This design comes from an exercise in tuning for small area and a short achievable clock period on the open sky130 flow, not from production work. RTL that was checked went through simulation tests only; none was proved equivalent to the original. The RTL of run 6 was laid out without a check of its function. Power figures rest on the tool's default switching activity, not on a simulated workload.

File: flow/design.v
`default_nettype none
package axis_pkg;
   typedef logic [32-1:0]    axis_word_t;
   typedef logic [5-1:0] fifo_addr_t;
   typedef logic [5:0]   fifo_lvl_t;
endpackage
`default_nettype wire
`default_nettype none
package video_pkg;
   typedef logic [8-1:0]                pixel_t;
   typedef logic [10-1:0]                line_cnt_t;
   typedef logic [$clog2(4)-1:0] px_sel_t;
   typedef logic [4:0]                              vcnv_sts_t;
   typedef enum logic [3:0] {
      VOTM_IDLE,
      VOTM_FSTR,
      VOTM_FVBLK,
      VOTM_HSTR,
      VOTM_HACT,
      VOTM_HEND,
      VOTM_HBLK,
      VOTM_BVBLK,
      VOTM_FEND
   } votm_state_t;
endpackage
`default_nettype wire
`default_nettype none
module stream_fifo (
   input  logic                 pclk,
   input  logic                 prst_n,
   input  logic                 i_push,
   input  axis_pkg::axis_word_t i_wdata,
   output logic                 o_full,
   input  logic                 i_pop,
   output axis_pkg::axis_word_t o_rdata,
   output logic                 o_empty,
   output logic                 o_rdy_lvl
);
   localparam int DEPTH = 2**5;
   localparam int DW    = 32;
   logic [DEPTH*DW-1:0]  mem;
   localparam int WLO = 4;
   localparam int WHI = DEPTH / WLO;
   logic [WLO-1:0]       wsel_lo;
   logic [WHI-1:0]       wsel_hi;
   logic [DEPTH-1:0]     rsel;
   axis_pkg::fifo_lvl_t  lvl;
   axis_pkg::fifo_lvl_t  lvl_nxt;
   logic                 tready_q;
   logic                 empty_q;
   logic                 rdy_q;
   logic                 wr_en;
   logic                 rd_en;
   assign o_full    = ~tready_q;
   assign o_empty   = empty_q;
   assign o_rdy_lvl = rdy_q;
   assign wr_en = i_push & tready_q;
   assign rd_en = i_pop;
   always_ff @(posedge pclk) begin
      for (int i = 0; i < DEPTH; i++) begin
         if (wr_en && wsel_lo[i % WLO] && wsel_hi[i / WLO]) begin
            mem[i*DW +: DW] <= i_wdata;
         end
      end
   end
   always_comb begin
      o_rdata = '0;
      for (int i = 0; i < DEPTH; i++) begin
         o_rdata = o_rdata | ({DW{rsel[i]}} & mem[i*DW +: DW]);
      end
   end
   logic inc;
   logic dec;
   logic lvl_eq1;
   logic lvl_eq31;
   logic lvl_ge8;
   logic lvl_gt8;
   logic lvl_ge10;
   assign inc = wr_en & ~rd_en;
   assign dec = rd_en & ~wr_en;
   assign lvl_eq1  = (lvl == axis_pkg::fifo_lvl_t'(1));
   assign lvl_eq31 = (lvl == axis_pkg::fifo_lvl_t'(DEPTH-1));
   assign lvl_ge8  = (lvl >= axis_pkg::fifo_lvl_t'(8));
   assign lvl_gt8  = (lvl >  axis_pkg::fifo_lvl_t'(8));
   assign lvl_ge10 = (lvl >= axis_pkg::fifo_lvl_t'(8+2));
   axis_pkg::fifo_lvl_t lvl_up;
   axis_pkg::fifo_lvl_t lvl_dn;
   assign lvl_up  = lvl + 1'b1;
   assign lvl_dn  = lvl - 1'b1;
   assign lvl_nxt = ({(5+1){inc}} & lvl_up) |
                    ({(5+1){dec}} & lvl_dn) |
                    ({(5+1){~inc & ~dec}} & lvl);
   always_ff @(posedge pclk) begin
      if (!prst_n) begin
         wsel_lo  <= WLO'(1);
         wsel_hi  <= WHI'(1);
         rsel     <= DEPTH'(1);
         lvl      <= '0;
         tready_q <= 1'b1;
         empty_q  <= 1'b1;
         rdy_q    <= 1'b0;
      end else begin
         if (wr_en) begin
            wsel_lo <= {wsel_lo[WLO-2:0], wsel_lo[WLO-1]};
            if (wsel_lo[WLO-1]) begin
               wsel_hi <= {wsel_hi[WHI-2:0], wsel_hi[WHI-1]};
            end
         end
         if (rd_en) begin
            rsel <= {rsel[DEPTH-2:0], rsel[DEPTH-1]};
         end
         lvl      <= lvl_nxt;
         tready_q <= (inc & ~lvl_eq31) | dec | (~inc & ~dec & tready_q);
         empty_q  <= (dec & lvl_eq1) | (~inc & ~dec & empty_q);
         rdy_q    <= (inc & lvl_ge8) | (dec & lvl_ge10) | (~inc & ~dec & lvl_gt8);
      end
   end
endmodule
`default_nettype wire
`default_nettype none
module vin_tracker (
   input  logic pclk,
   input  logic prst_n,
   input  logic i_fstr,
   input  logic i_vstr,
   input  logic i_vend,
   input  logic i_fend,
   output logic o_fblk,
   output logic o_bblk,
   output logic o_sync,
   output logic o_bblk_nxt,
   output logic o_sync_nxt
);
   assign o_bblk_nxt = (o_bblk | i_vend) & ~i_fend;
   assign o_sync_nxt = (o_sync | i_fend) & ~i_fstr;
   always_ff @(posedge pclk) begin
      if (!prst_n) begin
         o_fblk <= 1'b0;
         o_bblk <= 1'b0;
         o_sync <= 1'b0;
      end else begin
         o_fblk <= (o_fblk | i_fstr) & ~i_vstr;
         o_bblk <= o_bblk_nxt;
         o_sync <= o_sync_nxt;
      end
   end
endmodule
`default_nettype wire
`default_nettype none
module vout_timing (
   input  logic                  pclk,
   input  logic                  prst_n,
   input  logic                  i_fstr,
   input  logic                  i_fend,
   input  logic                  i_vstr,
   input  logic                  i_vend,
   input  logic                  i_hstr,
   input  logic                  i_hend,
   input  logic                  i_fblk,
   input  logic                  i_bblk,
   input  logic                  i_sync,
   input  logic                  i_bblk_nxt,
   input  logic                  i_sync_nxt,
   input  logic                  i_pop_cyc_str,
   input  logic                  i_pop_cyc_q,
   input  logic                  i_fifo_empty,
   input  logic                  i_fifo_rdy_lvl,
   output logic                  o_pop_vld,
   output logic                  o_pop_str,
   output logic                  o_fstr,
   output logic                  o_fend,
   output logic                  o_vstr,
   output logic                  o_vend,
   output logic                  o_hstr,
   output logic                  o_hend,
   output logic                  o_href,
   output video_pkg::vcnv_sts_t  o_vcnv_sts
);
   logic s_idle, s_fstr, s_fvblk, s_hstr, s_hact, s_hend, s_hblk, s_bvblk, s_fend;
   logic n_idle, n_fstr, n_fvblk, n_hstr, n_hact, n_hend, n_hblk, n_bvblk, n_fend;
   logic [2-1:0] pop_str_q;
   logic [2-1:0] hend_q;
   logic                       pop2vo_sig;
   logic                       hacto_end;
   logic                       pop_vstr;
   logic                       pop_hstr;
   logic                       hend_pend;
   logic                       hend_line;
   logic                       pop_close;
   logic                       first_line;
   logic                       href_q;
   logic                       vend_q;
   logic                       fifo_rdy;
   logic                       sts_nordy;
   logic                       sts_empty;
   logic                       sts_udf;
   logic                       sts_noeof;
   logic                       hend_to_bblk;
   logic                       hend_to_fend;
   assign pop_vstr  = s_fvblk & i_fblk & i_vstr & fifo_rdy;
   assign pop_hstr  = i_hstr & ((s_fvblk & ~i_fblk) | s_hend | s_hblk);
   assign o_pop_str = pop_vstr | pop_hstr;
   assign hend_line = i_hend | hend_pend;
   assign pop_close = o_pop_vld & hend_line & i_pop_cyc_str;
   assign pop2vo_sig = pop_str_q[2-1];
   assign hacto_end  = hend_q[2-1];
   assign hend_to_bblk = i_bblk & ~i_fend;
   assign hend_to_fend = ~hend_to_bblk & (i_sync | i_fend);
   assign n_fstr  = (s_idle | s_fend) & i_fstr;
   assign n_idle  = (s_idle | s_fend) & ~i_fstr;
   assign n_fvblk = s_fstr | (s_fvblk & ~pop2vo_sig & ~i_fend);
   assign n_hstr  = (s_fvblk | s_hblk) & pop2vo_sig;
   assign n_hact  = s_hstr | (s_hact & ~hacto_end);
   assign n_hend  = s_hact & hacto_end;
   assign n_bvblk = (s_hend & hend_to_bblk) | (s_bvblk & ~i_fend);
   assign n_hblk  = (s_hend & ~hend_to_bblk & ~hend_to_fend) |
                    (s_hblk & ~pop2vo_sig & ~i_fend);
   assign n_fend  = ((s_fvblk | s_hblk) & ~pop2vo_sig & i_fend) |
                    (s_hend & hend_to_fend) | (s_bvblk & i_fend);
   assign o_fstr = s_fstr;
   assign o_fend = s_fend;
   assign o_hstr = s_hstr;
   assign o_hend = s_hend;
   assign o_href = href_q;
   assign o_vend = vend_q;
   assign o_vcnv_sts = {sts_noeof, sts_udf, sts_empty, sts_nordy, fifo_rdy};
   always_ff @(posedge pclk) begin
      if (!prst_n) begin
         s_idle     <= 1'b1;
         s_fstr     <= 1'b0;
         s_fvblk    <= 1'b0;
         s_hstr     <= 1'b0;
         s_hact     <= 1'b0;
         s_hend     <= 1'b0;
         s_hblk     <= 1'b0;
         s_bvblk    <= 1'b0;
         s_fend     <= 1'b0;
         href_q     <= 1'b0;
         vend_q     <= 1'b0;
         o_pop_vld  <= 1'b0;
         hend_pend  <= 1'b0;
         pop_str_q  <= '0;
         hend_q     <= '0;
         first_line <= 1'b1;
         o_vstr     <= 1'b0;
         fifo_rdy   <= 1'b0;
         sts_nordy  <= 1'b0;
         sts_empty  <= 1'b0;
         sts_udf    <= 1'b0;
         sts_noeof  <= 1'b0;
      end else begin
         s_idle     <= n_idle;
         s_fstr     <= n_fstr;
         s_fvblk    <= n_fvblk;
         s_hstr     <= n_hstr;
         s_hact     <= n_hact;
         s_hend     <= n_hend;
         s_hblk     <= n_hblk;
         s_bvblk    <= n_bvblk;
         s_fend     <= n_fend;
         href_q     <= n_hstr | n_hact | n_hend;
         vend_q     <= n_hend & (i_bblk_nxt | i_sync_nxt);
         o_pop_vld  <= (o_pop_str | o_pop_vld) & ~pop_close;
         hend_pend  <= o_pop_vld & hend_line & ~i_pop_cyc_str;
         pop_str_q  <= {pop_str_q[2-2:0], o_pop_str};
         hend_q     <= {hend_q[2-2:0], i_hend};
         if (s_fstr) begin
            first_line <= 1'b1;
         end else if (s_hstr) begin
            first_line <= 1'b0;
         end
         o_vstr     <= n_hstr & first_line;
         fifo_rdy   <= (fifo_rdy | i_fifo_rdy_lvl) & ~vend_q;
         sts_nordy  <= (sts_nordy | (i_hstr & ~fifo_rdy)) & ~i_fend;
         sts_empty  <= (sts_empty | (i_hstr & i_fifo_empty)) & ~i_fend;
         sts_udf    <= (sts_udf | (o_pop_vld & i_pop_cyc_q & i_fifo_empty)) & ~i_fend;
         sts_noeof  <= (sts_noeof | (i_fend & ~i_bblk)) & ~i_vend;
      end
   end
endmodule
`default_nettype wire
`default_nettype none
module pixel_unpack (
   input  logic              pclk,
   input  logic              prst_n,
   input  logic              i_pop_vld,
   input  logic              i_pop_str,
   output logic              o_pop,
   input  axis_pkg::axis_word_t i_rdata,
   input  logic              i_empty,
   output logic              o_pop_cyc_str,
   output logic              o_pop_cyc_q,
   output video_pkg::pixel_t o_pdat
);
   localparam int PW = 8;
   localparam int DW = 32;
   video_pkg::px_sel_t   px_cnt;
   video_pkg::px_sel_t   px_cnt_nxt;
   logic                 px0_q;
   axis_pkg::axis_word_t word_sr;
   always_comb begin
      px_cnt_nxt = px_cnt;
      if (i_pop_str) begin
         px_cnt_nxt = '0;
      end else if (i_pop_vld) begin
         px_cnt_nxt = px_cnt + 1'b1;
      end
   end
   assign o_pop_cyc_str = (px_cnt_nxt == '0);
   assign o_pop_cyc_q   = px0_q;
   assign o_pop = i_pop_vld & px0_q & ~i_empty;
   always_ff @(posedge pclk) begin
      if (!prst_n) begin
         px_cnt <= '0;
         px0_q  <= 1'b1;
      end else begin
         px_cnt <= px_cnt_nxt;
         px0_q  <= o_pop_cyc_str;
      end
   end
   always_ff @(posedge pclk) begin
      word_sr[DW-1:DW-PW] <= i_rdata[DW-1:DW-PW];
      if (px0_q) begin
         word_sr[DW-PW-1:0] <= i_rdata[DW-PW-1:0];
      end else begin
         word_sr[DW-PW-1:0] <= word_sr[DW-1:PW];
      end
      o_pdat <= word_sr[PW-1:0];
   end
endmodule
`default_nettype wire
`default_nettype none
module axi4s2v (
   input  logic                  pclk,
   input  logic                  prst_n,
   input  axis_pkg::axis_word_t  tdata,
   input  logic                  tvalid,
   input  logic                  tlast,
   output logic                  tready,
   output logic                  tuser,
   input  logic                  i_fstr,
   input  logic                  i_fend,
   input  logic                  i_vstr,
   input  logic                  i_vend,
   input  logic                  i_hstr,
   input  logic                  i_hend,
   input  logic                  i_href,
   output logic                  o_fstr,
   output logic                  o_fend,
   output logic                  o_vstr,
   output logic                  o_vend,
   output logic                  o_hstr,
   output logic                  o_hend,
   output logic                  o_href,
   output video_pkg::pixel_t     o_pdat,
   output video_pkg::vcnv_sts_t  o_vcnv_sts
);
   logic fifo_full;
   logic fifo_push;
   logic in_fblk;
   logic in_bblk;
   logic in_sync;
   logic in_bblk_nxt;
   logic in_sync_nxt;
   logic pop_vld;
   logic pop_str;
   logic pop_cyc_str;
   logic pop_cyc_q;
   logic                 fifo_pop;
   axis_pkg::axis_word_t fifo_rdata;
   logic                 fifo_empty;
   logic                 fifo_rdy_lvl;
   assign tready    = ~fifo_full;
   assign fifo_push = tvalid;
   assign tuser     = o_fstr;
   stream_fifo fifo (
      .pclk      (pclk),
      .prst_n    (prst_n),
      .i_push    (fifo_push),
      .i_wdata   (tdata),
      .o_full    (fifo_full),
      .i_pop     (fifo_pop),
      .o_rdata   (fifo_rdata),
      .o_empty   (fifo_empty),
      .o_rdy_lvl (fifo_rdy_lvl)
   );
   vin_tracker vin_trk (
      .pclk       (pclk),
      .prst_n     (prst_n),
      .i_fstr     (i_fstr),
      .i_vstr     (i_vstr),
      .i_vend     (i_vend),
      .i_fend     (i_fend),
      .o_fblk     (in_fblk),
      .o_bblk     (in_bblk),
      .o_sync     (in_sync),
      .o_bblk_nxt (in_bblk_nxt),
      .o_sync_nxt (in_sync_nxt)
   );
   vout_timing vout_tm (
      .pclk           (pclk),
      .prst_n         (prst_n),
      .i_fstr         (i_fstr),
      .i_fend         (i_fend),
      .i_vstr         (i_vstr),
      .i_vend         (i_vend),
      .i_hstr         (i_hstr),
      .i_hend         (i_hend),
      .i_fblk         (in_fblk),
      .i_bblk         (in_bblk),
      .i_sync         (in_sync),
      .i_bblk_nxt     (in_bblk_nxt),
      .i_sync_nxt     (in_sync_nxt),
      .i_pop_cyc_str  (pop_cyc_str),
      .i_pop_cyc_q    (pop_cyc_q),
      .i_fifo_empty   (fifo_empty),
      .i_fifo_rdy_lvl (fifo_rdy_lvl),
      .o_pop_vld      (pop_vld),
      .o_pop_str      (pop_str),
      .o_fstr         (o_fstr),
      .o_fend         (o_fend),
      .o_vstr         (o_vstr),
      .o_vend         (o_vend),
      .o_hstr         (o_hstr),
      .o_hend         (o_hend),
      .o_href         (o_href),
      .o_vcnv_sts     (o_vcnv_sts)
   );
   pixel_unpack unpack (
      .pclk          (pclk),
      .prst_n        (prst_n),
      .i_pop_vld     (pop_vld),
      .i_pop_str     (pop_str),
      .o_pop         (fifo_pop),
      .i_rdata       (fifo_rdata),
      .i_empty       (fifo_empty),
      .o_pop_cyc_str (pop_cyc_str),
      .o_pop_cyc_q   (pop_cyc_q),
      .o_pdat        (o_pdat)
   );
endmodule
`default_nettype wire
File: flow/flow/run.sh
#!/bin/bash
# Layout flow: the standard flow, with clock tree synthesis told not to add
# dummy balancing loads and the port buffers made with a plain buffer cell
set -o pipefail
bash standard.sh \
  CTS_ARGS="-sink_clustering_enable -repair_clock_nets -sink_clustering_size 25 -sink_clustering_max_diameter 100 -dont_use_dummy_load" \
  BUFFER_PORTS_ARGS="-buffer_cell sky130_fd_sc_hd__buf_2" \
  finish > standard.log 2>&1
File: flow/standard.sh
#!/bin/bash
# synth_recipe.tcl (not shown) runs the flow's synth.tcl, then flattens the netlist and writes it again
# the make line also repeats each setting of config.mk as NAME=value (left out here)
make -C /OpenROAD-flow-scripts/flow DESIGN_CONFIG=/design/flow/config.mk WORK_HOME=/design/flow/orfs CLKGATE_MAP_FILE= SYNTH_SCRIPT=/design/flow/synth_recipe.tcl "${@:-finish}"
File: flow/config.mk
export PLATFORM = sky130hd
export DESIGN_NAME = axi4s2v
export DESIGN_NICKNAME = axi4s2v
export VERILOG_FILES = /design/flow/design.v
export SDC_FILE = /design/flow/constraint.sdc
export NUM_CORES = 4
export LEC_CHECK = 0
export ABC_CLOCK_PERIOD_IN_PS = 1500
export CAP_MARGIN = 20
export CORE_MARGIN = 2
export CORE_UTILIZATION = 60
export CTS_CLUSTER_DIAMETER = 100
export CTS_CLUSTER_SIZE = 25
export SETUP_SLACK_MARGIN = 1.5
export SLEW_MARGIN = 20
File: flow/constraint.sdc
create_clock -name core_clock -period 3.3 [get_ports {pclk}]
set_input_delay 0.6600 -clock core_clock [delete_from_list [all_inputs] [get_ports {pclk}]]
set_output_delay 0.6600 -clock core_clock [all_outputs]
set_load 0.01 [all_outputs]
==> out/qor.yml, run 1 <==
finish:
  register_area_um2: 33400
  stdcell_area_um2: 45500
  syn_to_final_growth_pct: 11.1
  fillers: 4526
  layout-drive-gt1-share_pct: 17.5
  layout.cells.most_common: "edfxtp_1"
  multi_input_area_um2: 6910
  final_cell_mix: "edfxtp_1 (1024), a22oi_1 (456), nand2_1 (153), buf_4 (141), nand4_1 (105)"
  fin_nets: 2589
floorplanning:
  die_h_um: 265
  dieArea_um2: 70400
  initial_utilization_pct: 60.8
  ioPinCount: 65
  die_x_um: 265
  row_count: 95
  core_area_um2: 67400
hold_path:
  min_path_type: "in2reg"
timing:
  tns_ps: 0
  postLayoutSetupSlackWorst_ps: 1450
  slew_headroom_pct: 56.8
  rsz0062_at_grt: "yes"
  worst_pin_slew_ps: 648
  timing.final.crit_share_pct: 56.0
  max_freq_mhz: 541
  hold_ws_ps: 185
  fin_skew_ps: 24.0
  slew_viol_final: 0
  final-hold-violation-count: 0
  timing.final.crit_period_ps: 1850
  setup_viol: 0
global_route:
  grt_max_degree: 52
  grt_pass1_wl_mm: 188
  first_global_vias: 23513
  grt_overflow_total: 0
  grt_usage_pct: 39.7
  antenna_found_initial: 10
synthesis:
  syn_area_um2: 41000
  ys_dominant_reg_cell: "edfxtp_1"
  yosys.cell_types.count: 54
  yosys_warnings: 4
  synth_cells: 2367
  synth_nets: 2416
  synth_edf_count: 1024
  synth_area_per_cell_um2: 17.3
  ys_seq_area_share_pct: 81.1
  synthArstFlopShare_pct: 0
  ys_ff_latch: 1147
setup_path:
  critPathKind: "reg2reg"
  crit_arrival_ps: 2370
  cp-end-kind: "register"
  cp.required_ps: 3830
  crit_fanout: 13
  critPathLaunchType: "register"
place:
  pre_cts_slack_ps: 634
  place_area_um2: 42400
  gp_congestion: 0.812
  detailed_place_hpwl_mm: 67.4
  port_buffers: 62
clock_network:
  cts_tree: "built"
  clk_pin_slew_ps: 100
  ctsHtreeMaxLevel: 2
  numCtsBuffers: 51
  clk_latency_ps: 650
  clockRootBuffer: "clkbuf_16"
  cts.sinks: 1147
  hold_buffers: 0
  clockBufferDepth: 3
detailed_routing:
  ant_nets: 0
  postRouteWirelength_mm: 140
  wl_per_cell_um: 41.0
  drtPass1Iterations: 6
  drt_iter0_drc: 4544
  viasPerCell: 7.33
  routed-via-count: 25049
  drc_errors: 0
pwr:
  peakVddDrop_mv: 0.506
  p_leak_nw: 14.4
  powerDensity_nw_per_um2: 516
status:
  outcome: "timing/DRC/antenna clean"
job:
  max-cap-violations: 0
==> final timing paths <==
kind	start	slack, ps	to	depth (start not counted)
worst max register to register	fifo.rsel[12]$_SDFFE_PN0P_	1450	unpack.word_sr[28]$_DFF_P_	4
worst max-delay path	fifo.rsel[12]$_SDFFE_PN0P_	1450	unpack.word_sr[28]$_DFF_P_	4
worst min-delay path	i_vend	190	vout_tm.sts_noeof$_SDFF_PN0_	2
worst min register to register	unpack.word_sr[0]$_DFF_P_	340	unpack.o_pdat[0]$_DFF_P_	0
==> power by group <==
| part | switching, mW | total (mW) | internal, mW | leakage (nW) |
|---|---|---|---|---|
| Clock | 4.20 | 6.96 | 2.77 | 0.628 |
| Sequential | 0.0623 | 15.9 | 15.9 | 10.3 |
| Combinational | 0.424 | 0.572 | 0.148 | 3.55 |
| Total | 4.68 | 23.5 | 18.8 | 14.4 |
==> critical path: stages (launching register included) <==
cell	delay [ps]
dfxtp_4	490
buf_16	240
a22oi_1	260
nand4_1	180
or4_1	550
==> registers in the layout, summed over array words and instances, names as in the netlist, 4 cells and up <==
name	cells
fifo.mem	1024
fifo.rsel	32
unpack.word_sr	32
fifo.wsel_hi	8
unpack.o_pdat	8
fifo.lvl	6
fifo.wsel_lo	4
==> area by class of cell <==
| class | instances | area share, % |
|---|---|---|
| Antenna cell | 4 | 0.0220 |
| Clock buffer | 51 | 2.80 |
| Inverter | 19 | 0.242 |
| Multi-Input combinational cell | 1049 | 15.2 |
| Sequential cell | 1147 | 73.3 |
| Tap cell | 873 | 2.40 |
| Timing Repair Buffer | 271 | 6.04 |
| Timing Repair inverter | 1 | 0.0192 |
==> metrics by stage <==
step | util (%) | std cells | total power [mW]
after floorplan | - | 2367 | 16.5
after global placement | 63.0 | 3228 | 16.8
after detailed placement | 63.0 | 3228 | 16.8
after CTS | 67.1 | 3391 | 23.4
after global routing | 67.5 | 3412 | 24.0
final | 67.5 | 3415 | 23.5
==> routing by layer <==
layer	GRT usage [%]	vias up	share of wire, %
met2	61.5	1996	46
met3	9.75	374	14
met1	54.4	12820	35
li1	-	9845	-
met4	17.3	14	5.4
met5	0	-	0.063
==> logic make-up after synthesis <==
kind of cell	after synthesis	share of synthesized area, %
flip-flops	1147	81.1
AO/OA/AOI/OAI	596	10.7
AND/OR/NAND/NOR	430	5.20
buffers and inverters	183	2.69
adder cells (fa/ha/maj)	6	0.183
XOR/XNOR	4	0.0856
multiplexers	1	0.0244
==> what timing repair did <==
item                        CTS  global route
pin swaps                    17             2
setup buffers                99            20
gates cloned                 13             0
setup endpoints to repair  1028            55
gates resized for setup      77            15
hold endpoints to repair      0             0
==> cells in the mapped netlist (all sizes together), types with 3 or more instances <==
cell       n  share of area [%]
inv       17               0.16
a22oi    464                8.6
a222oi    24               0.59
and3       7               0.11
nor2      65               0.60
nand3      7              0.086
and2      29               0.44
ha         6               0.18
or4        8               0.15
nor3      26               0.32
nand2    158                1.4
edfxtp  1024                 75
xnor2      3              0.064
a31oi     23               0.35
a211oi     3              0.055
o21ai      9               0.12
dfxtp    123                6.0
nand4    105                1.6
nand2b     3              0.046
buf      100                1.9
a21oi     59               0.72
clkbuf    64               0.59
nor4       8               0.12
==> run 2, diff against run 1 <==
--- a/flow/config.mk
+++ b/flow/config.mk
@@ -8,8 +8,8 @@
 export ABC_CLOCK_PERIOD_IN_PS = 1500
 export CAP_MARGIN = 20
 export CORE_MARGIN = 2
-export CORE_UTILIZATION = 60
+export CORE_UTILIZATION = 50
 export CTS_CLUSTER_DIAMETER = 100
 export CTS_CLUSTER_SIZE = 25
-export SETUP_SLACK_MARGIN = 1.5
+export SETUP_SLACK_MARGIN = 1.6
 export SLEW_MARGIN = 20
==> run 2 against run 1 <==
  * Still clean
  * Combinational power up 7.3%
  * Synthesized cell count unchanged
  * Clock power about the same
  * Power up 0.16%
  * Non-clock buffer count up 102
  * Area after synthesis unchanged
  * Fmax up 0.95%
==> out/qor.yml, run 2 <==
status:
  outcome: "timing/DRC/antenna clean"  # unchanged
setup_path:
  crit_fanout: 8  # was 13
  cp-end-kind: "primary output"  # was register
  r2r-start: "fifo.rsel[25]$_SDFFE_PN0P_"  # was fifo.rsel[12]$_SDFFE_PN0P_
  r2r_slack_ps: 1560  # was 1450 ps
  rr_endpoint: "unpack.word_sr[26]$_DFF_P_"  # was unpack.word_sr[28]$_DFF_P_
  crit_end: "tready"  # was unpack.word_sr[28]$_DFF_P_
  cp.required_ps: 2640  # was 3830 ps
  crit_chain: "buf_6"  # was buf_16 -> a22oi_1 -> nand4_1 -> or4_1
  worst_path_largest_cell_delay_ps: 410  # was 550 ps
  crit_arrival_ps: 1170  # was 2370 ps
  cp_top_family: "flip-flops"  # was simple AND/OR/NAND/NOR gates
  crit_cells: 1  # was 4
  critPathLaunch: "fifo.tready_q$_SDFF_PN1_"  # was fifo.rsel[12]$_SDFFE_PN0P_
  critPathKind: "reg2out"  # was reg2reg
  critPathLaunchType: "register"  # unchanged
  ff2ff_path_depth: 4  # unchanged
  worst-path-buf-inv: 1  # unchanged
  cpMaxStageDelayCell: "dfxtp_4"  # was or4_1
floorplanning:
  die_h_um: 290  # was 265 µm
  dieArea_um2: 84200  # was 70400 µm²
  row_count: 104  # was 95
  die_x_um: 290  # was 265 µm
  initial_utilization_pct: 50.7  # was 60.8%
  core_area_um2: 80800  # was 67400 µm²
  ioPinCount: 65  # unchanged
timing:
  slew_viol_final: 0  # unchanged
  slew_headroom_pct: 55.5  # was 56.8%
  rsz0062_at_grt: "yes"  # unchanged
  worst_pin_slew_ps: 664  # was 648 ps
  timing.final.crit_period_ps: 1830  # was 1850 ps
  hold_ws_ps: 183  # was 185 ps
  tns_ps: 0  # unchanged
  max_freq_mhz: 546  # was 541 MHz
  final-hold-violation-count: 0  # unchanged
  setup_viol: 0  # unchanged
  postLayoutSetupSlackWorst_ps: 1470  # was 1450 ps
  fin_skew_ps: 25.2  # was 24.0 ps
  timing.final.crit_share_pct: 55.5  # was 56.0%
synthesis:
  synthArstFlopShare_pct: 0  # unchanged
  synth_top_area_share_pct: 75.1  # unchanged
  yosysMostFrequentCell: "edfxtp_1"  # unchanged
  syn_area_um2: 41000  # unchanged
  synth_area_leaders: "edfxtp_1 (75%), a22oi_1 (8.4%), dfxtp_1 (6.0%), nand4_1 (1.6%), nand2_1 (1.4%)"  # unchanged
  ys_dominant_reg_cell: "edfxtp_1"  # unchanged
  synth_edf_count: 1024  # unchanged
  yosys.cell_types.count: 54  # unchanged
  synth_area_per_cell_um2: 17.3  # unchanged
  synth_cells: 2367  # unchanged
  yosys.area.top_type: "edfxtp_1"  # unchanged
  synthTopCellsByCount: "edfxtp_1 (1024), a22oi_1 (458), nand2_1 (158), dfxtp_1 (123), nand4_1 (105)"  # unchanged
  yosys_warnings: 4  # unchanged
  ys_ff_latch: 1147  # unchanged
  synth_nets: 2416  # unchanged
  ys_seq_area_share_pct: 81.1  # unchanged
global_route:
  grt_max_degree: 41  # was 52
  first_global_vias: 23939  # was 23513
  grt_usage_pct: 33.0  # was 39.7%
  grt_pass1_wl_mm: 192  # was 188 mm
  grt_overflow_total: 0  # unchanged
  antenna_found_initial: 5  # was 10
place:
  detailed_place_hpwl_mm: 70.3  # was 67.4 mm
  place_area_um2: 43000  # was 42400 µm²
  gp_congestion: 0.818  # was 0.812
  pre_cts_slack_ps: 790  # was 634 ps
  port_buffers: 62  # unchanged
finish:
  final_cell_mix: "edfxtp_1 (1024), a22oi_1 (414), buf_4 (203), nand2_1 (151), nand4_1 (105)"  # was edfxtp_1 (1024), a22oi_1 (456), nand2_1 (153), buf_4 (141), nand4_1 (105)
  fin_nets: 2680  # was 2589
  fillers: 5939  # was 4526
  layout-drive-gt1-share_pct: 23.3  # was 17.5%
  largest_reg_flops: 1024  # unchanged
  stdcell_area_um2: 47200  # was 45500 µm²
  reg_top3: "fifo.mem (1024), fifo.rsel (32), unpack.word_sr (32)"  # unchanged
  top_register: "fifo.mem"  # unchanged
  layout.cells.most_common: "edfxtp_1"  # unchanged
  final_core_util_pct: 58.4  # was 67.5%
  syn_to_final_growth_pct: 15.3  # was 11.1%
clock_network:
  clk_pin_slew_ps: 100  # about the same
  numCtsBuffers: 51  # unchanged
  clockRootBuffer: "clkbuf_16"  # unchanged
  ctsHtreeMaxLevel: 2  # unchanged
  clk_latency_ps: 640  # was 650 ps
  cts_tree: "built"  # unchanged
  cts.sinks: 1147  # unchanged
  clockBufferDepth: 3  # unchanged
  hold_buffers: 0  # unchanged
hold_path:
  holdCritStartpoint: "i_vend"  # unchanged
  min_path_type: "in2reg"  # unchanged
detailed_routing:
  drt_iter0_drc: 4387  # was 4544
  routed-via-count: 25452  # was 25049
  wl_per_cell_um: 38.4  # was 41.0 µm
  drtPass1Iterations: 6  # unchanged
  viasPerCell: 6.90  # was 7.33
  postRouteWirelength_mm: 142  # was 140 mm
  drc_errors: 0  # unchanged
  ant_nets: 0  # unchanged
pwr:
  power_frac_comb_pct: 2.6  # was 2.4%
  p_leak_nw: 15.2  # was 14.4 nW
  peakVddDrop_mv: 0.391  # was 0.506 mV
  p_seq_share_pct: 67.8  # was 67.9%
  clkPwrFrac_pct: 29.6  # was 29.7%
  p_int_mw: 18.8  # about the same
  p_sw_mw: 4.69  # was 4.68 mW
  switching_share_pct: 19.9  # was 20.0%
  powerDensity_nw_per_um2: 498  # was 516 nW/µm²
job:
  max-cap-violations: 0  # unchanged
[run 2: cell counts after synthesis]
Identical to the previous run, type by type.
[run 2: repair_timing]
item,CTS,global route
cloned,5,2
buffers inserted,155,40
pin swaps,21,40
endpoints found under the hold margin,0,0
endpoints found under the setup margin,1031,176
resized for setup,123,83
[run 2: area by class of cell]
cell class / instances / area, µm² / share of cell area [%]
flip-flops and latches: 1147 / 33400 / 70.7
multi-input cells: 1038 / 7200 / 15.2
repair buffers: 373 / 3920 / 8.31
well taps: 1060 / 1330 / 2.81
clock buffers: 51 / 1280 / 2.70
inverters: 19 / 110 / 0.233
repair inverters: 1 / 5.00 / 0.0106
diodes: 2 / 5.00 / 0.0106
[run 2: cells by family (layout without fill, tap and decap cells)]
group | Yosys count | in the layout | synth area share, %
buffers and inverters | 183 | 444 | 2.69
flip-flops | 1147 | 1147 | 81.1
adder cells (fa/ha/maj) | 6 | 6 | 0.183
other | 0 | 2 | 0
AO/OA/AOI/OAI | 596 | 596 | 10.7
multiplexers | 1 | 1 | 0.0244
XOR/XNOR | 4 | 4 | 0.0856
AND/OR/NAND/NOR | 430 | 431 | 5.20
[run 2: worst min path at each step]
stage / end / cells after the start
after CTS: vout_tm.sts_noeof$_SDFF_PN0_ / 2
after detailed placement: unpack.o_pdat[2]$_DFF_P_ / 0
final: vout_tm.sts_noeof$_SDFF_PN0_ / 2
after global placement: unpack.o_pdat[2]$_DFF_P_ / 0
after global routing: vout_tm.sts_noeof$_SDFF_PN0_ / 2
after floorplan: unpack.o_pdat[0]$_DFF_P_ / 0
[run 2: power groups by stage]
stage	registers (mW)	clock network [mW]	logic, mW
after detailed placement	16.3	0	0.541
after global placement	16.3	0	0.522
after floorplan	16.3	0	0.213
after global routing	15.9	7.39	0.650
after CTS	15.9	6.96	0.577
final	15.9	6.96	0.614
[run 2: per-layer routing]
layer / share of wire [%] / wire, µm / global-route usage (%)
met5: 0.0085 / 12 / 0
met4: 4.9 / 6880 / 13.7
met3: 13 / 18400 / 6.94
met2: 46 / 65400 / 51.7
met1: 36 / 50900 / 45.3
[run 2: stage by stage]
stage / std cells / total power, mW
finish: 3691 / 23.5
global route: 3690 / 24.0
CTS: 3647 / 23.5
detailed placement: 3436 / 16.8
global placement: 3436 / 16.8
floorplan: 2367 / 16.5
==> run 3, diff against run 2 <==
--- a/flow/config.mk
+++ b/flow/config.mk
@@ -8,7 +8,7 @@
 export ABC_CLOCK_PERIOD_IN_PS = 1500
 export CAP_MARGIN = 20
 export CORE_MARGIN = 2
-export CORE_UTILIZATION = 50
+export CORE_UTILIZATION = 40
 export CTS_CLUSTER_DIAMETER = 100
 export CTS_CLUSTER_SIZE = 25
 export SETUP_SLACK_MARGIN = 1.6
==> run 3 against run 2 <==
  * Register-to-register slack worse by 40 ps
  * Die area is 25% higher
  * Fmax is 2.2% higher
  * Worst hold slack better by 3.4 ps
  * Critical endpoint is now o_fstr
  * Critical path depth stayed put
==> out/qor.yml, run 3 <==
global_route:
  antenna_found_initial: 12  # was 5
  grt_pass1_wl_mm: 192  # about the same
  first_global_vias: 23833  # was 23939
  grt_max_degree: 50  # was 41
  grt_overflow_total: 0  # unchanged
  grt_usage_pct: 26.7  # was 33.0%
timing:
  slew_viol_final: 0  # unchanged
  slew_headroom_pct: 59.8  # was 55.5%
  max_freq_mhz: 558  # was 546 MHz
  timing.final.crit_share_pct: 54.3  # was 55.5%
  rsz0062_at_grt: "yes"  # unchanged
  postLayoutSetupSlackWorst_ps: 1510  # was 1470 ps
  tns_ps: 0  # unchanged
  setup_viol: 0  # unchanged
  timing.final.crit_period_ps: 1790  # was 1830 ps
  final-hold-violation-count: 0  # unchanged
  fin_skew_ps: 30.9  # was 25.2 ps
  worst_pin_slew_ps: 603  # was 664 ps
clock_network:
  clockRootBuffer: "clkbuf_16"  # unchanged
  cts_tree: "built"  # unchanged
  ctsHtreeMaxLevel: 2  # unchanged
  clk_latency_ps: 660  # was 640 ps
  clk_pin_slew_ps: 100  # about the same
  numCtsBuffers: 51  # unchanged
  hold_buffers: 0  # unchanged
  clockBufferDepth: 3  # unchanged
  cts.sinks: 1147  # unchanged
setup_path:
  cpMaxStageDelayCell: "dfxtp_4"  # unchanged
  critPathLaunchType: "register"  # unchanged
  cp.required_ps: 2640  # about the same
  crit_arrival_ps: 1130  # was 1170 ps
  critPathKind: "reg2out"  # unchanged
  crit_chain: "buf_6"  # unchanged
  r2r_slack_ps: 1520  # was 1560 ps
  crit_fanout: 4  # was 8
  cp_top_family: "flip-flops"  # unchanged
  cp-end-kind: "primary output"  # unchanged
  worst-path-buf-inv: 1  # unchanged
  r2r-start: "fifo.rsel[12]$_SDFFE_PN0P_"  # was fifo.rsel[25]$_SDFFE_PN0P_
  rr_endpoint: "unpack.word_sr[22]$_DFF_P_"  # was unpack.word_sr[26]$_DFF_P_
  worst_path_largest_cell_delay_ps: 370  # was 410 ps
  ff2ff_path_depth: 5  # was 4
floorplanning:
  ioPinCount: 65  # unchanged
  dieArea_um2: 105000  # was 84200 µm²
  core_area_um2: 102000  # was 80800 µm²
  row_count: 117  # was 104
  initial_utilization_pct: 40.3  # was 50.7%
  die_h_um: 324  # was 290 µm
  die_x_um: 324  # was 290 µm
synthesis:
  synth_area_per_cell_um2: 17.3  # unchanged
  synth_nets: 2416  # unchanged
  syn_area_um2: 41000  # unchanged
  synth_edf_count: 1024  # unchanged
  yosysMostFrequentCell: "edfxtp_1"  # unchanged
  synth_area_leaders: "edfxtp_1 (75%), a22oi_1 (8.4%), dfxtp_1 (6.0%), nand4_1 (1.6%), nand2_1 (1.4%)"  # unchanged
  synth_cells: 2367  # unchanged
  ys_seq_area_share_pct: 81.1  # unchanged
  yosys.cell_types.count: 54  # unchanged
  synthMuxAreaShare_pct: 0.0244  # unchanged
  yosys_warnings: 4  # unchanged
  synth_compound_area_share_pct: 10.7  # unchanged
  yosys.area.top_type: "edfxtp_1"  # unchanged
  yosys.area_share.xor_xnor_pct: 0.0855  # unchanged
  synth_top_family_by_area: "compound AO/OA/AOI/OAI gates"  # unchanged
  synthTopCellsByCount: "edfxtp_1 (1024), a22oi_1 (458), nand2_1 (158), dfxtp_1 (123), nand4_1 (105)"  # unchanged
  synth-adder-area-share_pct: 0.183  # unchanged
  synth-simple-area-share_pct: 5.20  # unchanged
  synthArstFlopShare_pct: 0  # unchanged
  ys_ff_latch: 1147  # unchanged
  ys_dominant_reg_cell: "edfxtp_1"  # unchanged
  synth_top_area_share_pct: 75.1  # unchanged
job:
  max-cap-violations: 0  # unchanged
finish:
  largest_reg_flops: 1024  # unchanged
  multi_input_area_um2: 7010  # was 7200 µm²
  syn_to_final_growth_pct: 15.4  # was 15.3%
  finalNonFillerCells: 3946  # was 3691
  stdcell_area_um2: 47200  # about the same
  register_area_um2: 33400  # about the same
  final_cell_mix: "edfxtp_1 (1024), a22oi_1 (447), nand2_1 (150), buf_4 (147), nand4_1 (105)"  # was edfxtp_1 (1024), a22oi_1 (414), buf_4 (203), nand2_1 (151), nand4_1 (105)
  fillers: 8560  # was 5939
  layout-drive-gt1-share_pct: 20.2  # was 23.3%
  reg_top3: "fifo.mem (1024), fifo.rsel (32), unpack.word_sr (32)"  # unchanged
  fin_nets: 2628  # was 2680
  layout.cells.most_common: "edfxtp_1"  # unchanged
  top_register: "fifo.mem"  # unchanged
pwr:
  p_leak_nw: 14.9  # was 15.2 nW
  powerDensity_nw_per_um2: 499  # was 498 nW/µm²
  peakVddDrop_mv: 0.493  # was 0.391 mV
hold_path:
  min_path_type: "in2reg"  # unchanged
  hold_depth: 2  # unchanged
  whs_endpoint: "vin_trk.o_fblk$_SDFF_PN0_"  # was vout_tm.sts_noeof$_SDFF_PN0_
  holdCritStartpoint: "i_vstr"  # was i_vend
detailed_routing:
  routed-via-count: 25310  # was 25452
  ant_nets: 0  # unchanged
  postRouteWirelength_mm: 143  # was 142 mm
  drtPass1Iterations: 8  # was 6
  viasPerCell: 6.41  # was 6.90
  drc_errors: 0  # unchanged
  wl_per_cell_um: 36.3  # was 38.4 µm
  drt_iter0_drc: 4213  # was 4387
status:
  outcome: "timing/DRC/antenna clean"  # unchanged
place:
  port_buffers: 62  # unchanged
  detailed_place_hpwl_mm: 69.1  # was 70.3 mm
  placedCellCount: 3729  # was 3436
  gp_congestion: 0.812  # was 0.818
  pre_cts_slack_ps: 641  # was 790 ps
  place_area_um2: 43300  # was 43000 µm²
[run 3: cell types whose count changed in the layout (fill, tap and decap cells not counted), moves of 16 or more]
cell,before,now
buf_4,203,147
buf_12,60,76
buf_6,48,25
a22oi_2,50,17
a22oi_1,414,447
[run 3: worst max path at each step]
stage | start | to | slack [ps] | cells after the start
after detailed placement | tvalid | fifo.mem[362]$_DFFE_PP_ | 640 | 5
after global placement | tvalid | fifo.mem[362]$_DFFE_PP_ | 700 | 5
after floorplan | tvalid | fifo.mem[0]$_DFFE_PP_ | 1430 | 3
after global routing | fifo.tready_q$_SDFF_PN1_ | tready | 1490 | 1
final | vout_tm.s_fstr$_SDFF_PN0_ | o_fstr | 1510 | 1
after CTS | fifo.rsel[29]$_SDFFE_PN0P_ | unpack.word_sr[22]$_DFF_P_ | 1350 | 5
[run 3: logic make-up (layout without fill, tap and decap cells)]
family,Yosys count,in the layout
AND/OR/NAND/NOR,430,431
adder cells (fa/ha/maj),6,6
AO/OA/AOI/OAI,596,596
other,0,1
XOR/XNOR,4,4
flip-flops,1147,1147
buffers and inverters,183,392
multiplexers,1,1
[run 3: repair_timing]
item                                    CTS  global route
endpoints found under the setup margin  973           176
setup buffers                           123            32
gates cloned                              7             3
gates resized for setup                  96            49
pin swaps                                 6            16
[run 3: per-stage QoR]
stage          util [%]  total power, mW  hold slack [ps]
5_1_grt            46.5             24.1              190
2_1_floorplan         -             16.5              310
6_report           46.5             23.6              187
4_1_cts            45.9             23.6              163
3_5_place_dp       42.6             16.8              316
3_3_place_gp       42.6             16.8              317
[run 3: routing by layer]
metal	share of wire, %	GRT usage [%]	vias up
li1	-	-	9931
met3	12	5.44	429
met2	46	42.9	1931
met5	0.085	0	-
met1	35	35.0	12999
met4	6.0	12.5	20
[run 3: layout make-up]
class | instances | share of cell area, %
sequential | 1147 | 70.6
multi-input combinational | 1038 | 14.8
timing repair buffer | 321 | 7.97
tap | 1368 | 3.62
clock buffer | 51 | 2.70
inverter | 19 | 0.241
timing repair inverter | 1 | 0.0106
antenna | 1 | 0.00530
[run 3: where the power goes]
part / leakage [nW] / switching (mW) / internal (mW)
clock network: 0.628 / 4.23 / 2.77
logic: 4.03 / 0.455 / 0.190
registers: 10.3 / 0.0587 / 15.9
total: 14.9 / 4.74 / 18.8
==> run 4, diff against run 3 <==
--- a/flow/config.mk
+++ b/flow/config.mk
@@ -5,7 +5,7 @@
 export SDC_FILE = /design/flow/constraint.sdc
 export NUM_CORES = 4
 export LEC_CHECK = 0
-export ABC_CLOCK_PERIOD_IN_PS = 1500
+export ABC_CLOCK_PERIOD_IN_PS = 1000
 export CAP_MARGIN = 20
 export CORE_MARGIN = 2
 export CORE_UTILIZATION = 40
==> run 4 against run 3 <==
  * Still clean on timing, DRC and antenna
  * Clock power is essentially flat
  * Synthesized cell count is the same
  * Area after synthesis is the same
  * Utilization is the same
  * Critical path depth is the same
  * Clock skew is the same
  * Sequential power is essentially flat
  * Critical path type unchanged
==> out/qor.yml, run 4 <==
global_route:
  antenna_found_initial: 12  # unchanged
  grt_pass1_wl_mm: 192  # unchanged
  grt_usage_pct: 26.7  # unchanged
  first_global_vias: 23833  # unchanged
  grt_overflow_total: 0  # unchanged
  grt_max_degree: 50  # unchanged
finish:
  reg_top3: "fifo.mem (1024), fifo.rsel (32), unpack.word_sr (32)"  # unchanged
  finalNonFillerCells: 3946  # unchanged
  final_cell_mix: "edfxtp_1 (1024), a22oi_1 (447), nand2_1 (150), buf_4 (147), nand4_1 (105)"  # unchanged
  layout.cells.most_common: "edfxtp_1"  # unchanged
  layout-drive-gt1-share_pct: 20.2  # unchanged
  largest_reg_flops: 1024  # unchanged
  fillers: 8560  # unchanged
  syn_to_final_growth_pct: 15.4  # unchanged
  fin_nets: 2628  # unchanged
  top_register: "fifo.mem"  # unchanged
setup_path:
  crit_arrival_ps: 1130  # about the same
  cp-end-kind: "primary output"  # unchanged
  worst_path_largest_cell_delay_ps: 370  # about the same
  worst-path-buf-inv: 1  # unchanged
  crit_chain: "buf_6"  # unchanged
  cpMaxStageDelayCell: "dfxtp_4"  # unchanged
  cp.required_ps: 2640  # about the same
  cp_top_family: "flip-flops"  # unchanged
  crit_fanout: 4  # unchanged
  critPathLaunchType: "register"  # unchanged
  critPathKind: "reg2out"  # unchanged
floorplanning:
  die_x_um: 324  # unchanged
  initial_utilization_pct: 40.3  # unchanged
  dieArea_um2: 105000  # unchanged
  die_h_um: 324  # unchanged
  ioPinCount: 65  # unchanged
  row_count: 117  # unchanged
  core_area_um2: 102000  # unchanged
clock_network:
  numCtsBuffers: 51  # unchanged
  cts.sinks: 1147  # unchanged
  clockRootBuffer: "clkbuf_16"  # unchanged
  clk_latency_ps: 660  # about the same
  cts_tree: "built"  # unchanged
  clockBufferDepth: 3  # unchanged
  clk_pin_slew_ps: 100  # about the same
  ctsHtreeMaxLevel: 2  # unchanged
detailed_routing:
  drt_iter0_drc: 4213  # unchanged
  wl_per_cell_um: 36.3  # unchanged
  postRouteWirelength_mm: 143  # unchanged
  drc_errors: 0  # unchanged
  ant_nets: 0  # unchanged
  drtPass1Iterations: 8  # unchanged
  routed-via-count: 25310  # unchanged
  viasPerCell: 6.41  # unchanged
timing:
  max_freq_mhz: 558  # unchanged
  postLayoutSetupSlackWorst_ps: 1510  # unchanged
  worst_pin_slew_ps: 603  # unchanged
  slew_headroom_pct: 59.8  # unchanged
  fin_skew_ps: 30.9  # unchanged
  timing.final.crit_period_ps: 1790  # unchanged
  slew_viol_final: 0  # unchanged
  timing.final.crit_share_pct: 54.3  # unchanged
  final-hold-violation-count: 0  # unchanged
  tns_ps: 0  # unchanged
  setup_viol: 0  # unchanged
  rsz0062_at_grt: "yes"  # unchanged
synthesis:
  syn_area_um2: 41000  # unchanged
  ys_seq_area_share_pct: 81.1  # unchanged
  synthArstFlopShare_pct: 0  # unchanged
  yosysMostFrequentCell: "edfxtp_1"  # unchanged
  yosys_warnings: 4  # unchanged
  synth_area_per_cell_um2: 17.3  # unchanged
  synth_edf_count: 1024  # unchanged
  yosys.cell_types.count: 54  # unchanged
  yosys.area.top_type: "edfxtp_1"  # unchanged
  synth_area_leaders: "edfxtp_1 (75%), a22oi_1 (8.4%), dfxtp_1 (6.0%), nand4_1 (1.6%), nand2_1 (1.4%)"  # unchanged
  synthTopCellsByCount: "edfxtp_1 (1024), a22oi_1 (458), nand2_1 (158), dfxtp_1 (123), nand4_1 (105)"  # unchanged
  synth_nets: 2416  # unchanged
  synth_cells: 2367  # unchanged
  ys_dominant_reg_cell: "edfxtp_1"  # unchanged
  ys_ff_latch: 1147  # unchanged
  synth_top_area_share_pct: 75.1  # unchanged
place:
  detailed_place_hpwl_mm: 69.1  # unchanged
  port_buffers: 62  # unchanged
  gp_congestion: 0.812  # unchanged
  pre_cts_slack_ps: 641  # unchanged
  placedCellCount: 3729  # unchanged
status:
  outcome: "timing/DRC/antenna clean"  # unchanged
pwr:
  peakVddDrop_mv: 0.493  # unchanged
  powerDensity_nw_per_um2: 499  # unchanged
  p_leak_nw: 14.9  # unchanged
job:
  max-cap-violations: 0  # unchanged
hold_path:
  min_path_type: "in2reg"  # unchanged
run 4: cell counts in the layout (fill, tap and decap cells not counted):
No cell type changed its count.
run 4: power breakdown:
group	internal [mW]	switching [mW]	total (mW)
registers	15.9	0.0587	15.9
clock network	2.77	4.23	7.00
logic	0.190	0.455	0.645
total	18.8	4.74	23.6
run 4: metal layers:
metal | part of all wire (%) | global-route usage [%] | vias to the layer above
met5 | 0.085 | 0 | -
met4 | 6.0 | 12.5 | 20
met3 | 12 | 5.44 | 429
met2 | 46 | 42.9 | 1931
met1 | 35 | 35.0 | 12999
li1 | - | - | 9931
run 4: stage by stage:
step / total power [mW] / area [µm²] / utilization (%) / hold slack, ps
after detailed placement: 16.8 / 43300 / 42.6 / 316
after floorplan: 16.5 / 41200 / - / 310
after global placement: 16.8 / 43300 / 42.6 / 317
after CTS: 23.6 / 46600 / 45.9 / 163
final: 23.6 / 47200 / 46.5 / 187
after global routing: 24.1 / 47200 / 46.5 / 190
run 4: cell families after synthesis:
| family | share of synthesized area, % |
|---|---|
| multiplexers | 0.0244 |
| XOR/XNOR | 0.0856 |
| buffers and inverters | 2.69 |
| adder cells (fa/ha/maj) | 0.183 |
| AO/OA/AOI/OAI | 10.7 |
| AND/OR/NAND/NOR | 5.20 |
| flip-flops | 81.1 |
run 4: worst paths after layout:
path,startpoint,endpoint,slack (ps),depth (start not counted)
worst max-delay path,vout_tm.s_fstr$_SDFF_PN0_,o_fstr,1510,1
worst min-delay path,i_vstr,vin_trk.o_fblk$_SDFF_PN0_,190,2
worst max register to register,fifo.rsel[12]$_SDFFE_PN0P_,unpack.word_sr[22]$_DFF_P_,1520,5
worst min register to register,unpack.word_sr[2]$_DFF_P_,unpack.o_pdat[2]$_DFF_P_,340,0
run 4: layout make-up:
cell class,count,area [µm²],area share (%)
Multi-Input combinational cell,1038,7010,14.8
Timing Repair inverter,1,5.00,0.0106
Antenna cell,1,2.50,0.00530
Inverter,19,114,0.241
Tap cell,1368,1710,3.62
Timing Repair Buffer,321,3760,7.97
Sequential cell,1147,33400,70.6
Clock buffer,51,1280,2.70
run 4: repair_timing:
item,CTS,global route
gates cloned,7,3
hold buffers,0,0
setup endpoints to repair,973,176
pin swaps,6,16
gates resized for setup,96,49
setup buffers,123,32
==> run 5, diff against run 4 <==
==> flow/config.mk (replaced) <==
export PLATFORM = sky130hd
export DESIGN_NAME = axi4s2v
export DESIGN_NICKNAME = axi4s2v
export VERILOG_FILES = /design/flow/design.v
export SDC_FILE = /design/flow/constraint.sdc
export NUM_CORES = 4
export LEC_CHECK = 0
export ABC_CLOCK_PERIOD_IN_PS = 1500
export CAP_MARGIN = 5
export CORE_MARGIN = 2
export CORE_UTILIZATION = 40
export CTS_CLUSTER_DIAMETER = 100
export CTS_CLUSTER_SIZE = 25
export SETUP_SLACK_MARGIN = 1.6
export SLEW_MARGIN = 5
==> run 5 against run 4 <==
  * Die area did not move
  * First-iteration DRC count did not move
  * Fmax did not move
  * Clock skew did not move
  * Combinational power barely moved
  * Non-clock buffer count did not move
  * Global-route usage did not move
  * Critical path type unchanged
  * Final cell count did not move
  * Synthesized cell count did not move
  * Area after synthesis did not move
  * Largest cell class unchanged
  * Sequential power barely moved
  * Register-to-register slack barely moved
==> out/qor.yml, run 5 <==
status:
  outcome: "timing/DRC/antenna clean"  # unchanged
synthesis:
  ys_seq_area_share_pct: 81.1  # unchanged
  synth_nets: 2416  # unchanged
  synth_top_area_share_pct: 75.1  # unchanged
  yosys_warnings: 4  # unchanged
  yosys.cell_types.count: 54  # unchanged
  synth_edf_count: 1024  # unchanged
  synth_area_per_cell_um2: 17.3  # unchanged
  yosysMostFrequentCell: "edfxtp_1"  # unchanged
  syn_area_um2: 41000  # unchanged
  ys_dominant_reg_cell: "edfxtp_1"  # unchanged
  synth_area_leaders: "edfxtp_1 (75%), a22oi_1 (8.4%), dfxtp_1 (6.0%), nand4_1 (1.6%), nand2_1 (1.4%)"  # unchanged
  synthTopCellsByCount: "edfxtp_1 (1024), a22oi_1 (458), nand2_1 (158), dfxtp_1 (123), nand4_1 (105)"  # unchanged
  synth_cells: 2367  # unchanged
  ys_ff_latch: 1147  # unchanged
  yosys.area.top_type: "edfxtp_1"  # unchanged
  synthArstFlopShare_pct: 0  # unchanged
setup_path:
  cp.required_ps: 2640  # about the same
  rr_endpoint: "unpack.word_sr[22]$_DFF_P_"  # unchanged
  cpMaxStageDelayCell: "dfxtp_4"  # unchanged
  cp-end-kind: "primary output"  # unchanged
  r2r-start: "fifo.rsel[12]$_SDFFE_PN0P_"  # unchanged
  worst_path_largest_cell_delay_ps: 370  # about the same
  worst-path-buf-inv: 1  # unchanged
  critPathKind: "reg2out"  # unchanged
  crit_arrival_ps: 1130  # about the same
  critPathLaunchType: "register"  # unchanged
  ff2ff_path_depth: 5  # unchanged
  crit_fanout: 4  # unchanged
  cp_top_family: "flip-flops"  # unchanged
  crit_chain: "buf_6"  # unchanged
  r2r_slack_ps: 1520  # about the same
finish:
  fillers: 8560  # unchanged
  fin_nets: 2628  # unchanged
  layout-drive-gt1-share_pct: 20.2  # unchanged
  final_cell_mix: "edfxtp_1 (1024), a22oi_1 (447), nand2_1 (150), buf_4 (147), nand4_1 (105)"  # unchanged
  finalNonFillerCells: 3946  # unchanged
  largest_reg_flops: 1024  # unchanged
  stdcell_area_um2: 47200  # unchanged
  reg_top3: "fifo.mem (1024), fifo.rsel (32), unpack.word_sr (32)"  # unchanged
  final_core_util_pct: 46.5  # unchanged
  top_register: "fifo.mem"  # unchanged
  syn_to_final_growth_pct: 15.4  # unchanged
  layout.cells.most_common: "edfxtp_1"  # unchanged
detailed_routing:
  routed-via-count: 25310  # unchanged
  ant_nets: 0  # unchanged
  postRouteWirelength_mm: 143  # unchanged
  drc_errors: 0  # unchanged
  viasPerCell: 6.41  # unchanged
  drt_iter0_drc: 4213  # unchanged
  wl_per_cell_um: 36.3  # unchanged
  drtPass1Iterations: 8  # unchanged
clock_network:
  clockBufferDepth: 3  # unchanged
  clockRootBuffer: "clkbuf_16"  # unchanged
  clk_latency_ps: 660  # about the same
  cts_tree: "built"  # unchanged
  clk_pin_slew_ps: 100  # about the same
  ctsHtreeMaxLevel: 2  # unchanged
  cts.sinks: 1147  # unchanged
  numCtsBuffers: 51  # unchanged
timing:
  max_freq_mhz: 558  # unchanged
  fin_skew_ps: 30.9  # unchanged
  rsz0062_at_grt: "yes"  # unchanged
  slew_headroom_pct: 59.8  # unchanged
  worst_pin_slew_ps: 603  # unchanged
  hold_ws_ps: 187  # unchanged
  setup_viol: 0  # unchanged
  tns_ps: 0  # unchanged
  slew_viol_final: 0  # unchanged
  final-hold-violation-count: 0  # unchanged
  timing.final.crit_period_ps: 1790  # unchanged
  timing.final.crit_share_pct: 54.3  # unchanged
global_route:
  first_global_vias: 23833  # unchanged
  grt_usage_pct: 26.7  # unchanged
  grt_max_degree: 50  # unchanged
  grt_pass1_wl_mm: 192  # unchanged
  antenna_found_initial: 12  # unchanged
  grt_overflow_total: 0  # unchanged
place:
  detailed_place_hpwl_mm: 69.1  # unchanged
  place_area_um2: 43300  # unchanged
  gp_congestion: 0.812  # unchanged
  port_buffers: 62  # unchanged
  placedCellCount: 3729  # unchanged
hold_path:
  whs_endpoint: "vin_trk.o_fblk$_SDFF_PN0_"  # unchanged
  min_path_type: "in2reg"  # unchanged
  holdCritStartpoint: "i_vstr"  # unchanged
  hold_depth: 2  # unchanged
floorplanning:
  dieArea_um2: 105000  # unchanged
  ioPinCount: 65  # unchanged
  die_x_um: 324  # unchanged
  die_h_um: 324  # unchanged
  core_area_um2: 102000  # unchanged
  initial_utilization_pct: 40.3  # unchanged
  row_count: 117  # unchanged
pwr:
  p_leak_nw: 14.9  # unchanged
  peakVddDrop_mv: 0.493  # unchanged
  powerDensity_nw_per_um2: 499  # unchanged
job:
  max-cap-violations: 0  # unchanged
==> run 5: cell counts in the layout (fill, tap and decap cells not counted) <==
No cell type changed its count.
==> run 5: report_power, final <==
group | switching (mW) | internal, mW
sequential | 0.0587 | 15.9
clock | 4.23 | 2.77
combinational | 0.455 | 0.190
total | 4.74 | 18.8
==> run 5: worst max path at each step <==
stage          slack (ps)  depth (start not counted)                        from                    endpoint
3_3_place_gp          700                          5                      tvalid     fifo.mem[362]$_DFFE_PP_
4_1_cts              1350                          5  fifo.rsel[29]$_SDFFE_PN0P_  unpack.word_sr[22]$_DFF_P_
3_5_place_dp          640                          5                      tvalid     fifo.mem[362]$_DFFE_PP_
2_1_floorplan        1430                          3                      tvalid       fifo.mem[0]$_DFFE_PP_
6_report             1510                          1   vout_tm.s_fstr$_SDFF_PN0_                      o_fstr
5_1_grt              1490                          1    fifo.tready_q$_SDFF_PN1_                      tready
==> run 5: per-layer routing <==
metal | vias to the layer above | part of all wire [%] | track usage [%]
met5 | - | 0.085 | 0
met4 | 20 | 6.0 | 12.5
met1 | 12999 | 35 | 35.0
li1 | 9931 | - | -
met2 | 1931 | 46 | 42.9
met3 | 429 | 12 | 5.44
==> run 5: cells by family after synthesis <==
group	synth area share, %
multiplexers	0.0244
AND/OR/NAND/NOR	5.20
XOR/XNOR	0.0856
buffers and inverters	2.69
flip-flops	81.1
AO/OA/AOI/OAI	10.7
adder cells (fa/ha/maj)	0.183
==> run 5: area by class of cell <==
type                       instances  area [µm²]  share of cell area [%]
sequential                      1147       33400                    70.6
timing repair inverter             1        5.00                  0.0106
inverter                          19         114                   0.241
antenna                            1        2.50                 0.00530
tap                             1368        1710                    3.62
clock buffer                      51        1280                    2.70
multi-input combinational       1038        7010                    14.8
timing repair buffer             321        3760                    7.97
==> run 5: repair_timing <==
item	in CTS	in global routing
hold buffers	0	0
setup buffers	123	32
gates resized for setup	96	49
pin swaps	6	16
gates cloned	7	3
setup endpoints to repair	973	176
==> run 5: per-stage QoR <==
step	total power, mW	setup slack, ps
3_3_place_gp	16.8	703
3_5_place_dp	16.8	641
2_1_floorplan	16.5	1430
4_1_cts	23.6	1350
6_report	23.6	1510
5_1_grt	24.1	1490
==> run 6, diff against run 5 <==
--- a/flow/design.v
+++ b/flow/design.v
@@ -47,6 +47,8 @@
    axis_pkg::fifo_lvl_t  lvl;
    axis_pkg::fifo_lvl_t  lvl_nxt;
    logic                 tready_q;
+   logic                 full_q;
+   logic                 rd_q;
    logic                 empty_q;
    logic                 rdy_q;
    logic                 wr_en;
@@ -54,7 +56,7 @@
    assign o_full    = ~tready_q;
    assign o_empty   = empty_q;
    assign o_rdy_lvl = rdy_q;
-   assign wr_en = i_push & tready_q;
+   assign wr_en = i_push & ~full_q;
    assign rd_en = i_pop;
    always_ff @(posedge pclk) begin
       for (int i = 0; i < DEPTH; i++) begin
@@ -97,6 +99,8 @@
          rsel     <= DEPTH'(1);
          lvl      <= '0;
          tready_q <= 1'b1;
+         full_q   <= 1'b0;
+         rd_q     <= 1'b0;
          empty_q  <= 1'b1;
          rdy_q    <= 1'b0;
       end else begin
@@ -106,11 +110,13 @@
                wsel_hi <= {wsel_hi[WHI-2:0], wsel_hi[WHI-1]};
             end
          end
-         if (rd_en) begin
+         rd_q <= rd_en;
+         if (rd_q) begin
             rsel <= {rsel[DEPTH-2:0], rsel[DEPTH-1]};
          end
          lvl      <= lvl_nxt;
          tready_q <= (inc & ~lvl_eq31) | dec | (~inc & ~dec & tready_q);
+         full_q   <= (inc & lvl_eq31) | (~inc & ~dec & full_q);
          empty_q  <= (dec & lvl_eq1) | (~inc & ~dec & empty_q);
          rdy_q    <= (inc & lvl_ge8) | (dec & lvl_ge10) | (~inc & ~dec & lvl_gt8);
       end
@@ -297,6 +303,7 @@
    video_pkg::px_sel_t   px_cnt;
    video_pkg::px_sel_t   px_cnt_nxt;
    logic                 px0_q;
+   logic                 ld_q;
    axis_pkg::axis_word_t word_sr;
    always_comb begin
       px_cnt_nxt = px_cnt;
@@ -313,20 +320,22 @@
       if (!prst_n) begin
          px_cnt <= '0;
          px0_q  <= 1'b1;
+         ld_q   <= 1'b1;
       end else begin
          px_cnt <= px_cnt_nxt;
          px0_q  <= o_pop_cyc_str;
+         ld_q   <= px0_q;
       end
    end
    always_ff @(posedge pclk) begin
       word_sr[DW-1:DW-PW] <= i_rdata[DW-1:DW-PW];
-      if (px0_q) begin
+      if (ld_q) begin
          word_sr[DW-PW-1:0] <= i_rdata[DW-PW-1:0];
       end else begin
          word_sr[DW-PW-1:0] <= word_sr[DW-1:PW];
       end
-      o_pdat <= word_sr[PW-1:0];
    end
+   assign o_pdat = word_sr[PW-1:0];
 endmodule
 `default_nettype wire
 `default_nettype none
--- a/flow/config.mk
+++ b/flow/config.mk
@@ -6,10 +6,10 @@
 export NUM_CORES = 4
 export LEC_CHECK = 0
 export ABC_CLOCK_PERIOD_IN_PS = 1500
-export CAP_MARGIN = 5
+export CAP_MARGIN = 20
 export CORE_MARGIN = 2
 export CORE_UTILIZATION = 40
 export CTS_CLUSTER_DIAMETER = 100
 export CTS_CLUSTER_SIZE = 25
-export SETUP_SLACK_MARGIN = 1.6
-export SLEW_MARGIN = 5
+export SETUP_SLACK_MARGIN = 1.5
+export SLEW_MARGIN = 20
==> run 6 against run 5 <==
  * Combinational power fell by 22%
  * Clock-buffer cell count is the same
  * Clock skew up 18 ps
  * First-iteration DRC count increased by 6.9%
  * Cell area fell by 1.2%
  * Synthesized cell count fell by 1.1%
  * Largest power group unchanged
  * Sequential share of layout area rose by 0.62 points
  * Clock power is essentially flat
  * Non-clock buffer count down 29
  * Worst hold slack better by 7.8 ps
==> out/qor.yml, run 6 <==
global_route:
  grt_overflow_total: 0  # unchanged
  grt_usage_pct: 27.0  # was 26.7%
  first_global_vias: 23729  # was 23833
  grt_pass1_wl_mm: 194  # was 192 mm
pwr:
  powerDensity_nw_per_um2: 500  # was 499 nW/µm²
  total_power_mw: 23.3  # was 23.6 mW
  peakVddDrop_mv: 0.416  # was 0.493 mV
  p_seq_share_pct: 67.9  # was 67.6%
  p_leak_nw: 14.6  # was 14.9 nW
  p_int_mw: 18.7  # was 18.8 mW
  p_sw_mw: 4.65  # was 4.74 mW
  power_frac_comb_pct: 2.2  # was 2.7%
synthesis:
  yosysMostFrequentCell: "edfxtp_1"  # unchanged
  ys_dominant_reg_cell: "edfxtp_1"  # unchanged
  yosys.area.top_type: "edfxtp_1"  # unchanged
  yosys_warnings: 4  # unchanged
  ys_ff_latch: 1142  # was 1147
  synth_cells: 2341  # was 2367
  synthArstFlopShare_pct: 0  # unchanged
  synth_area_per_cell_um2: 17.5  # was 17.3 µm²
  synth_nets: 2390  # was 2416
  ys_seq_area_share_pct: 80.9  # was 81.1%
  synthTopCellsByCount: "edfxtp_1 (1024), a22oi_1 (463), dfxtp_1 (118), nand4_1 (108), nor2_1 (99)"  # was edfxtp_1 (1024), a22oi_1 (458), nand2_1 (158), dfxtp_1 (123), nand4_1 (105)
setup_path:
  cp-end-kind: "register"  # was primary output
  critPathKind: "reg2reg"  # was reg2out
  crit_chain: "buf_4 -> a22oi_1 -> nand2_1 -> nor3_2 -> a31oi_1"  # was buf_6
  cp_top_family: "flip-flops"  # unchanged
  ff2ff_path_depth: 5  # unchanged
  crit_arrival_ps: 2370  # was 1130 ps
  crit_fanout: 16  # was 4
  worst-path-buf-inv: 1  # unchanged
  critPathLaunchType: "register"  # unchanged
  cpMaxStageDelayCell: "dfxtp_4"  # unchanged
floorplanning:
  row_count: 117  # unchanged
  dieArea_um2: 105000  # about the same
  die_h_um: 324  # about the same
  initial_utilization_pct: 40.3  # about the same
  ioPinCount: 65  # unchanged
  core_area_um2: 102000  # unchanged
clock_network:
  cts.sinks: 1142  # was 1147
  numCtsBuffers: 51  # unchanged
  clockBufferDepth: 3  # unchanged
detailed_routing:
  ant_nets: 0  # unchanged
  postRouteWirelength_mm: 144  # was 143 mm
  drt_iter0_drc: 4502  # was 4213
  routed-via-count: 25348  # was 25310
timing:
  max_freq_mhz: 530  # was 558 MHz
  timing.final.crit_period_ps: 1890  # was 1790 ps
  postLayoutSetupSlackWorst_ps: 1410  # was 1510 ps
  setup_viol: 0  # unchanged
  tns_ps: 0  # unchanged
  hold_ws_ps: 195  # was 187 ps
  rsz0062_at_grt: "yes"  # unchanged
place:
  place_area_um2: 43000  # was 43300 µm²
  pre_cts_slack_ps: 760  # was 641 ps
  port_buffers: 62  # unchanged
  gp_congestion: 0.818  # was 0.812
  detailed_place_hpwl_mm: 65.9  # was 69.1 mm
finish:
  final_core_util_pct: 46.0  # was 46.5%
  fillers: 8560  # unchanged
  stdcell_area_um2: 46700  # was 47200 µm²
  largest_reg_flops: 1024  # unchanged
  fin_nets: 2571  # was 2628
  reg_top3: "fifo.mem (1024), fifo.rsel (32), unpack.word_sr (32)"  # unchanged
  final_cell_mix: "edfxtp_1 (1024), a22oi_1 (463), buf_4 (127), nand4_1 (108), nor2_1 (99)"  # was edfxtp_1 (1024), a22oi_1 (447), nand2_1 (150), buf_4 (147), nand4_1 (105)
  finalNonFillerCells: 3892  # was 3946
  layout-drive-gt1-share_pct: 18.1  # was 20.2%
hold_path:
  min_path_type: "in2reg"  # unchanged
  holdCritStartpoint: "i_vstr"  # unchanged
  whs_endpoint: "vin_trk.o_fblk$_SDFF_PN0_"  # unchanged
status:
  outcome: "timing/DRC/antenna clean"  # unchanged
## run 6: worst reg2reg max path: cells and delay by family, from the launching register on
family                 cells  cell delay, ps
buffers and inverters      1             310
AO/OA/AOI/OAI              2             520
flip-flops                 1             690
AND/OR/NAND/NOR            2             180
## run 6: cell families after synthesis
family                   synth area share, %
AND/OR/NAND/NOR                         4.91
adder cells (fa/ha/maj)                0.184
flip-flops                              80.9
buffers and inverters                   2.76
AO/OA/AOI/OAI                           10.3
multiplexers                           0.808
XOR/XNOR                              0.0857
## run 6: final cells by class
class	instances	area, µm²	share of cell area (%)
multi-input combinational	1016	6940	14.9
antenna	4	10.0	0.0214
sequential	1142	33300	71.2
tap	1368	1710	3.67
inverter	19	97.6	0.209
timing repair buffer	292	3400	7.28
clock buffer	51	1280	2.73
## run 6: worst max-delay path by stage
| stage | slack (ps) | cells after the start | to | startpoint |
|---|---|---|---|---|
| floorplan | 1310 | 6 | fifo.mem[224]$_DFFE_PP_ | tvalid |
| finish | 1410 | 5 | unpack.word_sr[7]$_DFF_P_ | fifo.rsel[16]$_SDFFE_PN0P_ |
| detailed placement | 760 | 7 | fifo.mem[612]$_DFFE_PP_ | tvalid |
| global route | 1490 | 1 | tuser | vout_tm.s_fstr$_SDFF_PN0_ |
| global placement | 790 | 7 | fifo.mem[620]$_DFFE_PP_ | tvalid |
| CTS | 1330 | 4 | fifo.mem[946]$_DFFE_PP_ | fifo.full_q$_SDFF_PN0_ |
## run 6: power groups by stage
stage	Sequential, mW	Combinational [mW]	Clock, mW
after global placement	16.2	0.428	0
final	15.8	0.502	6.98
after floorplan	16.2	0.182	0
after CTS	15.8	0.481	6.99
after detailed placement	16.2	0.446	0
after global routing	15.9	0.535	7.44
## run 6: metal layers
metal / global-route usage (%) / vias to the layer above / part of all wire [%]
met5: 0 / - / 0.033
met4: 11.5 / 8 / 4.9
met3: 6.66 / 369 / 14
met2: 42.1 / 2109 / 45
met1: 36.3 / 13036 / 35
li1: - / 9826 / -
## run 6: what timing repair did
item,4_1_cts,5_1_grt
resized for setup,62,26
cloned,7,1
pin swaps,16,1
endpoints found under the setup margin,781,359
buffers inserted,122,32

Re-timed with assumed drivers on the ports (clkbuf_16 on the clock, buf_2 on other inputs), run 6 has 1.413 ns of setup slack against 1.413 ns with ideal ports, and 1.104 ns once port delays also move by the mid clock arrival of 0.711 ns.
